What follows belongs to an exercise in optimizing a design on an open flow for small area; a production flow would make more cautious choices.
Function was checked by simulation only, so behaviour that the tests miss may differ from the original.
No activity file was given, so power comes from the tool's default toggle rates.

P:
==> flow/design.v <==
package nes_vga_pkg;
    localparam int DEF_H_ACTIVE = 640;
    localparam int DEF_H_FP     = 16;
    localparam int DEF_H_SYNC   = 96;
    localparam int DEF_H_BP     = 48;
    localparam int DEF_V_ACTIVE = 480;
    localparam int DEF_V_FP     = 10;
    localparam int DEF_V_SYNC   = 2;
    localparam int DEF_V_BP     = 33;
    localparam int DEF_SRC_W    = 256;
    localparam int DEF_SRC_H    = 240;
    typedef enum logic [1:0] {IDLE, FETCH, DRAIN} fill_t;
    function automatic logic [11:0] pal(input logic [5:0] idx);
        case (idx)
            6'd0: pal = 12'h777;
            6'd1: pal = 12'h00F;
            6'd2: pal = 12'h00B;
            6'd3: pal = 12'h42B;
            6'd4: pal = 12'h908;
            6'd5: pal = 12'hA02;
            6'd6: pal = 12'hA10;
            6'd7: pal = 12'h810;
            6'd8: pal = 12'h530;
            6'd9: pal = 12'h070;
            6'd10: pal = 12'h060;
            6'd11: pal = 12'h050;
            6'd12: pal = 12'h045;
            6'd13: pal = 12'h000;
            6'd14: pal = 12'h000;
            6'd15: pal = 12'h000;
            6'd16: pal = 12'hBBB;
            6'd17: pal = 12'h07F;
            6'd18: pal = 12'h05F;
            6'd19: pal = 12'h64F;
            6'd20: pal = 12'hD0C;
            6'd21: pal = 12'hE05;
            6'd22: pal = 12'hF30;
            6'd23: pal = 12'hE51;
            6'd24: pal = 12'hA70;
            6'd25: pal = 12'h0B0;
            6'd26: pal = 12'h0A0;
            6'd27: pal = 12'h0A4;
            6'd28: pal = 12'h088;
            6'd29: pal = 12'h000;
            6'd30: pal = 12'h000;
            6'd31: pal = 12'h000;
            6'd32: pal = 12'hFFF;
            6'd33: pal = 12'h3BF;
            6'd34: pal = 12'h68F;
            6'd35: pal = 12'h97F;
            6'd36: pal = 12'hF7F;
            6'd37: pal = 12'hF59;
            6'd38: pal = 12'hF75;
            6'd39: pal = 12'hFA4;
            6'd40: pal = 12'hFB0;
            6'd41: pal = 12'hBF1;
            6'd42: pal = 12'h5D5;
            6'd43: pal = 12'h5F9;
            6'd44: pal = 12'h0ED;
            6'd45: pal = 12'h777;
            6'd46: pal = 12'h000;
            6'd47: pal = 12'h000;
            6'd48: pal = 12'hFFF;
            6'd49: pal = 12'hAEF;
            6'd50: pal = 12'hBBF;
            6'd51: pal = 12'hDBF;
            6'd52: pal = 12'hFBF;
            6'd53: pal = 12'hFAC;
            6'd54: pal = 12'hFDB;
            6'd55: pal = 12'hFEA;
            6'd56: pal = 12'hFD7;
            6'd57: pal = 12'hDF7;
            6'd58: pal = 12'hBFB;
            6'd59: pal = 12'hBFD;
            6'd60: pal = 12'h0FF;
            6'd61: pal = 12'hFDF;
            6'd62: pal = 12'h000;
            6'd63: pal = 12'h000;
            default: pal = 12'h000;
        endcase
    endfunction
endpackage
module nes_vga_line_buffer #(
    parameter int DEPTH    = 256,
    parameter int GRP      = 16,
    parameter int XFER_TAP = 93
) (
    input  logic                 clk,
    input  logic                 wr_en,
    input  logic [5:0]           wr_data,
    input  logic                 shift,
    input  logic                 xfer,
    output logic [GRP-1:0][5:0]  head       
);
    logic [DEPTH-1:0][5:0] f, d;
    always_ff @(posedge clk) begin
        f <= {f[DEPTH-2:0], wr_en ? wr_data : f[DEPTH-1]};
        for (int g = 0; g < DEPTH / GRP; g++) begin
            for (int j = 1; j < GRP; j++) d[g*GRP+j] <= d[g*GRP+j-1];
            if (!shift) d[g*GRP] <= d[g*GRP+GRP-1];
            else if (g != 0) d[g*GRP] <= d[g*GRP-1];
            else d[0] <= xfer ? f[XFER_TAP] : d[DEPTH-1];
        end
    end
    assign head = d[GRP-1:0];
endmodule
import nes_vga_pkg::*;
module nes_vga_scaler #(
    parameter int H_ACTIVE = DEF_H_ACTIVE,
    parameter int H_FP     = DEF_H_FP,
    parameter int H_SYNC   = DEF_H_SYNC,
    parameter int H_BP     = DEF_H_BP,
    parameter int V_ACTIVE = DEF_V_ACTIVE,
    parameter int V_FP     = DEF_V_FP,
    parameter int V_SYNC   = DEF_V_SYNC,
    parameter int V_BP     = DEF_V_BP,
    parameter int SRC_W    = DEF_SRC_W,
    parameter int SRC_H    = DEF_SRC_H,
    parameter int SCALE    = 2,
    parameter int H_OFFSET = 64,
    parameter logic [5:0] BORDER_COLOR = 6'h0F
) (
    input  logic        PCK,
    input  logic        RST,
    output logic [15:0] vram_addr,
    output logic        vram_rd,
    input  logic [5:0]  vram_data,
    output logic [3:0]  vga_r,
    output logic [3:0]  vga_g,
    output logic [3:0]  vga_b,
    output logic        vga_hs,
    output logic        vga_vs,
    output logic        frame_start
);
    logic [9:0] hc, vc;
    logic       seen;   
    always_ff @(posedge PCK or posedge RST) begin
        if (RST) begin
            hc   <= 10'd799;
            vc   <= 10'd524;
            seen <= 1'b0;
        end else begin
            hc   <= hc == 10'd799 ? 10'd0 : hc + 10'd1;
            if (hc == 10'd799) vc <= vc == 10'd524 ? 10'd0 : vc + 10'd1;
            seen <= seen | vc[1];
        end
    end
    logic fetch_line, wr;
    assign fetch_line = (!vc[0] && vc <= 10'd476) || vc == 10'd524;
    assign vram_rd    = fetch_line && hc[9:8] == 2'b00;
    assign vram_addr  = {vc[9] ? 8'd0 : vc[8:1] + 8'd1, hc[7:0]};
    assign wr         = fetch_line && hc >= 10'd1 && hc <= 10'd256;
    logic xfer;
    assign xfer = (vc[0] && vc <= 10'd477 && hc >= 10'd575)
               || (!vc[0] && vc >= 10'd2 && vc <= 10'd478 && hc <= 10'd30)
               || (vc == 10'd524 && hc >= 10'd607)
               || (vc == 10'd0 && hc <= 10'd62);
    logic [4:0] hn;
    logic       dsp;
    assign hn  = hc[4:0] + 5'd1;
    assign dsp = vc < 10'd480 && hc >= 10'd48 && hc < 10'd575 && !hn[4];
    logic [15:0][5:0] head;
    nes_vga_line_buffer u_buf (.clk(PCK), .wr_en(wr), .wr_data(vram_data),
                               .shift(xfer || dsp), .xfer(xfer), .head(head));
    logic [5:0] d;
    logic       act, win, valid;
    logic [11:0] rgb;
    assign d     = head[hn[4:1]];
    assign act   = hc < 10'd640 && vc < 10'd480;
    assign win   = hc >= 10'd64 && hc < 10'd576;
    assign valid = seen || vc[8:1] != 8'd0;
    assign rgb   = (act && win && valid) ? nes_vga_pkg::pal(d) : 12'h000;
    always_ff @(posedge PCK or posedge RST) begin
        if (RST) begin
            {vga_r, vga_g, vga_b} <= 12'h000;
            vga_hs      <= 1'b1;
            vga_vs      <= 1'b1;
            frame_start <= 1'b0;
        end else begin
            {vga_r, vga_g, vga_b} <= rgb;
            vga_hs      <= !(hc >= 10'd656 && hc < 10'd752);
            vga_vs      <= !(vc == 10'd490 || vc == 10'd491);
            frame_start <= hc == 10'd0 && vc == 10'd0;
        end
    end
endmodule
export LEC_CHECK = 0
export CAP_MARGIN = 20
export CORE_MARGIN = 2
export CORE_UTILIZATION = 65
export CTS_BUF_LIST = sky130_fd_sc_hd__clkbuf_8
export CTS_CLUSTER_DIAMETER = 50
export CTS_CLUSTER_SIZE = 20
export SLEW_MARGIN = 20
create_clock -name core_clock -period 10.0 [get_ports {PCK}]
run.sh (not shown) runs the stock make flow with config.mk's settings and CLKGATE_MAP_FILE= SYNTH_SCRIPT=/design/flow/synth_recipe.tcl, a recipe that flattens the netlist after the stock synthesis.
Modified inputs, Q compared to P
--- a/flow/design.v
+++ b/flow/design.v
@@ -130,57 +130,44 @@
     output logic [3:0]  vga_b,
     output logic        vga_hs,
     output logic        vga_vs,
     output logic        frame_start
 );
-    logic [9:0] hc, vc;
+    logic [9:0] hc, vx;
     logic       seen;   
     always_ff @(posedge PCK or posedge RST) begin
         if (RST) begin
             hc   <= 10'd799;
-            vc   <= 10'd524;
+            vx   <= 10'd1;
             seen <= 1'b0;
         end else begin
             hc   <= hc == 10'd799 ? 10'd0 : hc + 10'd1;
-            if (hc == 10'd799) vc <= vc == 10'd524 ? 10'd0 : vc + 10'd1;
-            seen <= seen | vc[1];
+            if (hc == 10'd799) vx <= vx == 10'd524 ? 10'd0 : vx + 10'd1;
+            seen <= seen | vx[2];
         end
     end
     logic fetch_line, wr;
-    assign fetch_line = (!vc[0] && vc <= 10'd476) || vc == 10'd524;
+    assign fetch_line = (!vx[0] && vx >= 10'd2 && vx <= 10'd478) || vx == 10'd1;
     assign vram_rd    = fetch_line && hc[9:8] == 2'b00;
-    assign vram_addr  = {vc[9] ? 8'd0 : vc[8:1] + 8'd1, hc[7:0]};
+    assign vram_addr  = {vx[8:1], hc[7:0]};
     assign wr         = fetch_line && hc >= 10'd1 && hc <= 10'd256;
     logic xfer;
-    assign xfer = (vc[0] && vc <= 10'd477 && hc >= 10'd575)
-               || (!vc[0] && vc >= 10'd2 && vc <= 10'd478 && hc <= 10'd30)
-               || (vc == 10'd524 && hc >= 10'd607)
-               || (vc == 10'd0 && hc <= 10'd62);
-    logic [4:0] hn;
-    logic       dsp;
-    assign hn  = hc[4:0] + 5'd1;
-    assign dsp = vc < 10'd480 && hc >= 10'd48 && hc < 10'd575 && !hn[4];
+    assign xfer = (vx[0] && vx >= 10'd3 && vx <= 10'd479 && hc >= 10'd575)
+               || (!vx[0] && vx >= 10'd4 && vx <= 10'd480 && hc <= 10'd30)
+               || (vx == 10'd1 && hc >= 10'd607)
+               || (vx == 10'd2 && hc <= 10'd62);
+    logic vis, dsp;
+    assign vis = vx >= 10'd2 && vx <= 10'd481;
+    assign dsp = vis && hc >= 10'd48 && hc < 10'd575
+              && ((!hc[4] && hc[3:0] != 4'hF) || hc[4:0] == 5'h1F);
     logic [15:0][5:0] head;
     nes_vga_line_buffer u_buf (.clk(PCK), .wr_en(wr), .wr_data(vram_data),
                                .shift(xfer || dsp), .xfer(xfer), .head(head));
-    logic [5:0] d;
-    logic       act, win, valid;
-    logic [11:0] rgb;
-    assign d     = head[hn[4:1]];
-    assign act   = hc < 10'd640 && vc < 10'd480;
-    assign win   = hc >= 10'd64 && hc < 10'd576;
-    assign valid = seen || vc[8:1] != 8'd0;
-    assign rgb   = (act && win && valid) ? nes_vga_pkg::pal(d) : 12'h000;
-    always_ff @(posedge PCK or posedge RST) begin
-        if (RST) begin
-            {vga_r, vga_g, vga_b} <= 12'h000;
-            vga_hs      <= 1'b1;
-            vga_vs      <= 1'b1;
-            frame_start <= 1'b0;
-        end else begin
-            {vga_r, vga_g, vga_b} <= rgb;
-            vga_hs      <= !(hc >= 10'd656 && hc < 10'd752);
-            vga_vs      <= !(vc == 10'd490 || vc == 10'd491);
-            frame_start <= hc == 10'd0 && vc == 10'd0;
-        end
-    end
+    logic [15:0][5:0] rot;
+    logic       show;
+    assign rot  = {head[0], head[15:1]};
+    assign show = vis && hc >= 10'd65 && hc <= 10'd576 && (seen || vx[9:2] != 8'd0);
+    assign {vga_r, vga_g, vga_b} = show ? nes_vga_pkg::pal(rot[hc[4:1]]) : 12'h000;
+    assign vga_hs      = !(hc >= 10'd657 && hc <= 10'd752);
+    assign vga_vs      = !((vx == 10'd492 && hc != 10'd0) || vx == 10'd493 || (vx == 10'd494 && hc == 10'd0));
+    assign frame_start = vx == 10'd2 && hc == 10'd1;
 endmodule
==> comparison <==
Looking at Q and P, the switching part of the total power is a wash.
Q ended with every stage complete and zero timing, DRC or antenna violations.
Post-detailed-placement cell area, Q vs P: down slightly
Xor/xnor share of the synthesized area: Q vs P, no meaningful difference
Q and P ended up with nearly the same proportion of power drawn by the clock network.
In terms of ratio of total power to cell area, P and Q differ only marginally.
Q gives more slew at the pin closest to its max-slew limit than P did.
Between Q and P, the clock power does not differ in any meaningful way.
Q vs P, total power went down by 180 uW.
Total number of vias: Q and P compared, higher one is P
Q ended up with a higher sequential share of the synthesized area than P did.
Q vs. P: number of diodes now sits higher; cell count now sits lower; final wirelength now sits lower.

[re-timing with driven ports]
Ports are ideal in the flow. The routed layouts listed here were re-timed in OpenROAD.
Step 1 assumes that a clkbuf_16 drives the clock port and a buf_2 every other input.
Step 2 times the ports against the registers' clock, not the clock port: input delays grow and output delays shrink by t, the midpoint of the rising clock arrivals with the driver on.
a / b / c = no drivers / after step 1 / after step 2; a / b = the first two.
| run | t (ns) | setup slack, ns | hold slack, ns |
|---|---|---|---|
| P | 0.897 | 4.385 / 4.325 / 5.222 | 0.314 / 0.314 / 0.314 |
| Q | 0.928 | 2.646 / 2.581 / 3.509 | 0.319 / 0.319 / 0.319 |
After both steps every run listed still meets setup and hold.
